Context: an optimization exercise on an open-source flow, tuned for small area and a short achievable clock period. The choices shown serve that exercise and are no tape-out recipe. Function was checked by simulation only, so behaviour that the tests miss may differ from the original.

--- config.mk ---
export PLATFORM = sky130hd
export DESIGN_NAME = pipelined_functional_unit
export DESIGN_NICKNAME = pipelined_functional_unit
export VERILOG_FILES = /design/flow/design.v
export SDC_FILE = /design/flow/constraint.sdc
export NUM_CORES = 4
export LEC_CHECK = 0
export CAP_MARGIN = 20
export CORE_MARGIN = 2
export CORE_UTILIZATION = 40
export SLEW_MARGIN = 20
--- constraint.sdc ---
create_clock -name core_clock -period 10.0 [get_ports {CLK}]
set_input_delay 2.0000 -clock core_clock [delete_from_list [all_inputs] [get_ports {CLK}]]
set_output_delay 2.0000 -clock core_clock [all_outputs]
set_load 0.01 [all_outputs]
--- design.v ---
module pipelined_functional_unit #(
  parameter int WIDTH = 32,
  parameter int LAT   = 3
) (
  input  logic             CLK,
  input  logic             RST_N,
  input  logic [WIDTH-1:0] A,
  input  logic [WIDTH-1:0] B,
  input  logic [WIDTH-1:0] C,
  input  logic [4:0]       INST,
  input  logic             CI,
  input  logic             IN_VALID,
  output logic             IN_READY,
  output logic             OUT_VALID,
  input  logic             OUT_READY,
  output logic [WIDTH-1:0] Z,
  output logic [3:0]       FLAGS
);
  localparam int SHW = $clog2(WIDTH);
  logic             w_stall;
  logic             w_accept;
  logic [3:0]       w_op;
  logic [SHW-1:0]   w_sh;
  logic [WIDTH-1:0] w_b_op;
  logic             w_cin;
  logic [WIDTH:0]   w_sum;
  logic             w_arith;
  logic             w_ovf;
  logic [WIDTH-1:0] w_alu;
  logic [WIDTH-1:0] w_prod;
  logic [WIDTH-1:0] w_fin_z;
  logic [3:0]       w_fin_flags;
  logic [LAT-1:0]   r_valid;
  logic [WIDTH-1:0] r_s1_alu;
  logic [WIDTH-1:0] r_s1_prod;
  logic [WIDTH-1:0] r_s1_c;
  logic             r_s1_madd;
  logic             r_s1_cy;
  logic             r_s1_v;
  logic [WIDTH-1:0] r_z     [1:LAT-1];
  logic [3:0]       r_flags [1:LAT-1];
  assign w_stall  = r_valid[LAT-1] && !OUT_READY;
  assign w_accept = IN_VALID && !w_stall;
  assign w_op    = INST[3:0];
  assign w_sh    = B[SHW-1:0];
  assign w_arith = !INST[4] && (w_op <= 4'd2);
  always_comb begin
    w_b_op = B;
    w_cin  = 1'b0;
    case (w_op)
      4'd1: w_cin = CI;
      4'd2: begin
        w_b_op = ~B;
        w_cin  = 1'b1;
      end
      default: ;
    endcase
  end
  assign w_sum  = {1'b0, A} + {1'b0, w_b_op} + {{WIDTH{1'b0}}, w_cin};
  assign w_ovf  = (A[WIDTH-1] == w_b_op[WIDTH-1]) && (w_sum[WIDTH-1] != A[WIDTH-1]);
  assign w_prod = A * B;
  always_comb begin
    w_alu = '0;
    case (w_op)
      4'd0, 4'd1, 4'd2: w_alu = w_sum[WIDTH-1:0];
      4'd3:  w_alu = A & B;
      4'd4:  w_alu = A | B;
      4'd5:  w_alu = A ^ B;
      4'd6:  w_alu = ~A;
      4'd7:  w_alu = A;
      4'd8:  w_alu = A << w_sh;
      4'd9:  w_alu = A >> w_sh;
      4'd10: w_alu = WIDTH'($signed(A) >>> w_sh);
      default: w_alu = '0;
    endcase
  end
  assign w_fin_z     = r_s1_madd ? (r_s1_prod + r_s1_c) : r_s1_alu;
  assign w_fin_flags = {w_fin_z[WIDTH-1], (w_fin_z == '0), r_s1_cy, r_s1_v};
  always_ff @(posedge CLK or negedge RST_N) begin
    if (!RST_N) begin
      r_valid   <= '0;
      r_s1_alu  <= '0;
      r_s1_prod <= '0;
      r_s1_c    <= '0;
      r_s1_madd <= 1'b0;
      r_s1_cy   <= 1'b0;
      r_s1_v    <= 1'b0;
      for (int i = 1; i < LAT; i++) begin
        r_z[i]     <= '0;
        r_flags[i] <= '0;
      end
    end else if (!w_stall) begin
      r_valid[0] <= w_accept;
      r_s1_alu   <= w_alu;
      r_s1_prod  <= w_prod;
      r_s1_c     <= C;
      r_s1_madd  <= INST[4];
      r_s1_cy    <= w_arith && w_sum[WIDTH];
      r_s1_v     <= w_arith && w_ovf;
      r_valid[1] <= r_valid[0];
      r_z[1]     <= w_fin_z;
      r_flags[1] <= w_fin_flags;
      for (int i = 2; i < LAT; i++) begin
        r_valid[i] <= r_valid[i-1];
        r_z[i]     <= r_z[i-1];
        r_flags[i] <= r_flags[i-1];
      end
    end
  end
  assign IN_READY  = !w_stall;
  assign OUT_VALID = r_valid[LAT-1];
  assign Z         = r_z[LAT-1];
  assign FLAGS     = r_flags[LAT-1];
endmodule
--- run.sh ---
#!/bin/bash
# synth_recipe.tcl (not shown) runs the flow's synth.tcl, then flattens the netlist and writes it again
# the make line also repeats each setting of config.mk as NAME=value (left out here)
make -C /OpenROAD-flow-scripts/flow DESIGN_CONFIG=/design/flow/config.mk WORK_HOME=/design/flow/orfs CLKGATE_MAP_FILE= SYNTH_SCRIPT=/design/flow/synth_recipe.tcl finish
==> impl_metrics.csv <==
group,metric,value,unit
yosys,synth_edf_count,0,
clocking,cts_resized,0,
yosys,ys_seq_elements,172,
timing,setup_viol,0,
route,routedWlPerCell,24.9,µm
cells_and_area,drive_gt1_share,5.84,%
cells_and_area,area_growth,10.9,%
run_status,status,"finished clean",
yosys,syn_inst,3747,
yosys,synth_top_family_by_area,"adder cells",
setup_path,cp.arrival,9.47,ns
timing,finalClockSkew,0.0145,ns
clocking,cts.path.max_buffers,2,
yosys,synth-async-reset-ratio,100,%
yosys,syn_nets,4514,
global_route,grt_use_total,30.6,%
run,max_cap_viol_count,0,
yosys,ys_seq_area_share,14.1,%
clocking,cts_htree_levels,4,
route,finalWirelength,119000,µm
die,die_h,281,µm
route,dr.pass1.iters,7,
route,drt_iter0_drc,2622,
yosys,synthMuxAreaShare,5.17,%
route,vias_per_cell,5.70,
setup_path,critPathKind,"input pin to flop",
yosys,synth-xor-area-share,4.61,%
die,io_pins,144,
global_route,grt_max_degree,103,
timing,slew_violations,0,
clocking,post_cts_buffers,0,
clocking,worstSkewPairLatency,0.45,ns
clocking,cts_root_buf,"clkbuf_16",
global_route,grt_pass1_vias,27500,
global_route,grt_overflow,0,
die,die_area,0.0787,mm²
setup_path,start_kind,"input pin",
timing,hold-worst-slack,0.457,ns
yosys,syn-cell-area,0.0306,mm²
timing,tightestPinTransition,1.15,ns
placed_design,hpwl,94300,µm
yosys,ys_warn_count,3,
timing,timing.setup.tns,0,ns
min_path,hold_class,"flop to flop",
yosys,synth-simple-area-share,17.2,%
route,dr_total_vias,27300,
yosys,synth_compound_area_share,12.9,%
clocking,cts_hold_buffers,0,
timing,fin_crit,9.18,ns
placed_design,port_buffers,143,
cells_and_area,layout_commonest_cell,"nand2_1",
timing,max_slew_margin,23.2,%
clocking,clkTransAtPathRegs,0.07,ns
timing,rsz0062_at_grt,"false",
placed_design,place_congestion,1.02,
cells_and_area,final_cell_mix,"nand2_1 (622), inv_1 (478), nor2_1 (470)",
clocking,cts_tree,"done",
global_route,antenna_found_initial,2,
min_path,hold_depth,1,
setup_path,worstSetupEndpointType,"flop",
setup_path,cp_max_fo,9,
yosys,synth_fa_ha_area_share,37.1,%
global_route,grt_first_pass_wirelength,178000,µm
route,antenna_left,0,
timing,hold_viol,0,
route,route.detailed.drc,0,
cells_and_area,fillers,7702,
yosys,synth_ff_type,"dfrtp_1",
yosys,syn_avg_cell_area,8.16,µm²
clocking,clkSinkCount,172,
timing,fmax,109,MHz
setup_path,worstPathRequired,10.29,ns
timing,fin_crit_sh,91.8,%
die,coreArea,0.0758,mm²
die,core.rowCount,101,
yosys,ys_types,78,
setup_path,worstRegToRegCells,14,
die,fp.dieW,281,µm
clocking,cts_made_buffers,17,
die,start_util,40.3,%
cells_and_area,final_nets,4571,
==> layout make-up <==
class,count,area (µm²),share of cell area [%]
Inverter,496,1860,5.50
Sequential cell,172,4300,12.7
Tap cell,978,1220,3.61
Timing Repair Buffer,264,2340,6.89
Multi-Input combinational cell,2853,23600,69.6
Clock inverter,12,139,0.409
Antenna cell,1,2.50,0.00738
Clock buffer,20,457,1.35
==> registers in the layout (all words and copies together), names as in the netlist <==
register	count
r_s1_alu	32
r_s1_prod	32
r_s1_madd	1
r_s1_cy	1
r_s1_v	1
r_flags	7
r_z	63
r_s1_c	32
r_valid	3
==> worst max-delay path, cell delays in order <==
cell	delay (ns)
clkdlybuf4s50_1	0.53
inv_2	0.23
nor2_1	0.10
fa_1	0.56
inv_1	0.07
fa_1	0.49
fa_1	0.46
fa_1	0.55
inv_1	0.06
fa_1	0.49
inv_1	0.05
fa_1	0.52
inv_1	0.05
fa_1	0.49
fa_1	0.45
ha_1	0.37
a21oi_1	0.15
nor2b_1	0.05
o21ai_0	0.14
nand2b_1	0.10
a21o_1	0.19
a21oi_1	0.24
a311oi_1	0.16
or4_1	0.53
a31oi_1	0.20
xnor2_1	0.14
a21oi_1	0.08
==> synth_stat cells, drive strengths merged, types with 22 or more instances <==
cell / count / area, µm²
nand2: 623 / 2340
inv: 486 / 1820
nor2: 472 / 1770
fa: 411 / 8230
ha: 250 / 3130
clkbuf: 176 / 661
o21ai: 173 / 877
dfrtp: 172 / 4300
a21oi: 151 / 756
xnor2: 117 / 1020
mux2i: 104 / 1040
buf: 50 / 204
xor2: 44 / 385
a21o: 38 / 285
nand3: 35 / 175
a221oi: 34 / 298
nand2b: 33 / 206
o211ai: 28 / 210
a211oi: 27 / 208
nor3: 26 / 130
nor2b: 22 / 138
==> stage by stage <==
step                utilization, %  std cells  worst slack, ns  area, µm²
floorplan                        -       3747            0.176      30600
global placement              44.0       4763            0.393      33300
detailed placement            44.0       4763            0.417      33300
CTS                           44.7       4795            0.886      33900
global route                  44.7       4796            0.504      33900
finish                        44.7       4796            0.817      33900
==> worst paths after layout <==
kind | slack, ns | end | from
worst min-delay path | 0.46 | r_valid[2] | r_valid[1]
min in group asynchronous | 1.65 | r_s1_c[10] | RST_N
worst max register to register | 6.03 | r_flags[1][2] | r_s1_c[0]
worst max-delay path | 0.82 | r_s1_prod[31] | B[2]
max in group asynchronous | 6.91 | r_z[2][17] | RST_N
worst min register to register | 0.46 | r_valid[2] | r_valid[1]
==> layer usage <==
metal | global-route usage (%) | vias to the layer above | share of wire [%]
li1 | - | 12200 | -
met1 | 41.3 | 13400 | 41
met2 | 47.0 | 1427 | 44
met3 | 5.30 | 295 | 9.0
met4 | 16.1 | 2 | 6.1
met5 | 0 | - | 0.0067
==> kinds of logic (layout without fill, tap and decap cells) <==
group                    after synthesis  after routing
XOR/XNOR                             161            161
flip-flops                           172            172
other                                  0              1
AO/OA/AOI/OAI                        611            611
multiplexers                         136            136
AND/OR/NAND/NOR                     1284           1284
adder cells (fa/ha/maj)              661            661
buffers and inverters                722            792

-- afterwards: timing with drivers on the ports --
No port has a modelled driver above. Below, the same layout with a new extraction and two added sets of constraints.
Step 1: set_driving_cell puts a clkbuf_16 on CLK and a buf_2 on each other input, an assumption about the parent block.
Step 2 adds t to the input delays and takes it off the output delays; t is the mean of the earliest and latest rising clock arrival at the registers after step 1. Input paths then give back, and output paths get back, about the clock's delay inside the block.
a / b / c = ideal / step 1 / step 2; a / b = the first two.
t, ns: 0.494
setup WS [ns]: 0.817 / 0.842 / 0.348
worst slew at a driven data input, ns: 0.18
After both steps setup and hold are still met in this run. For this run, drivers alone change the setup slack by +0.025 ns; drivers and shift together by -0.469 ns.
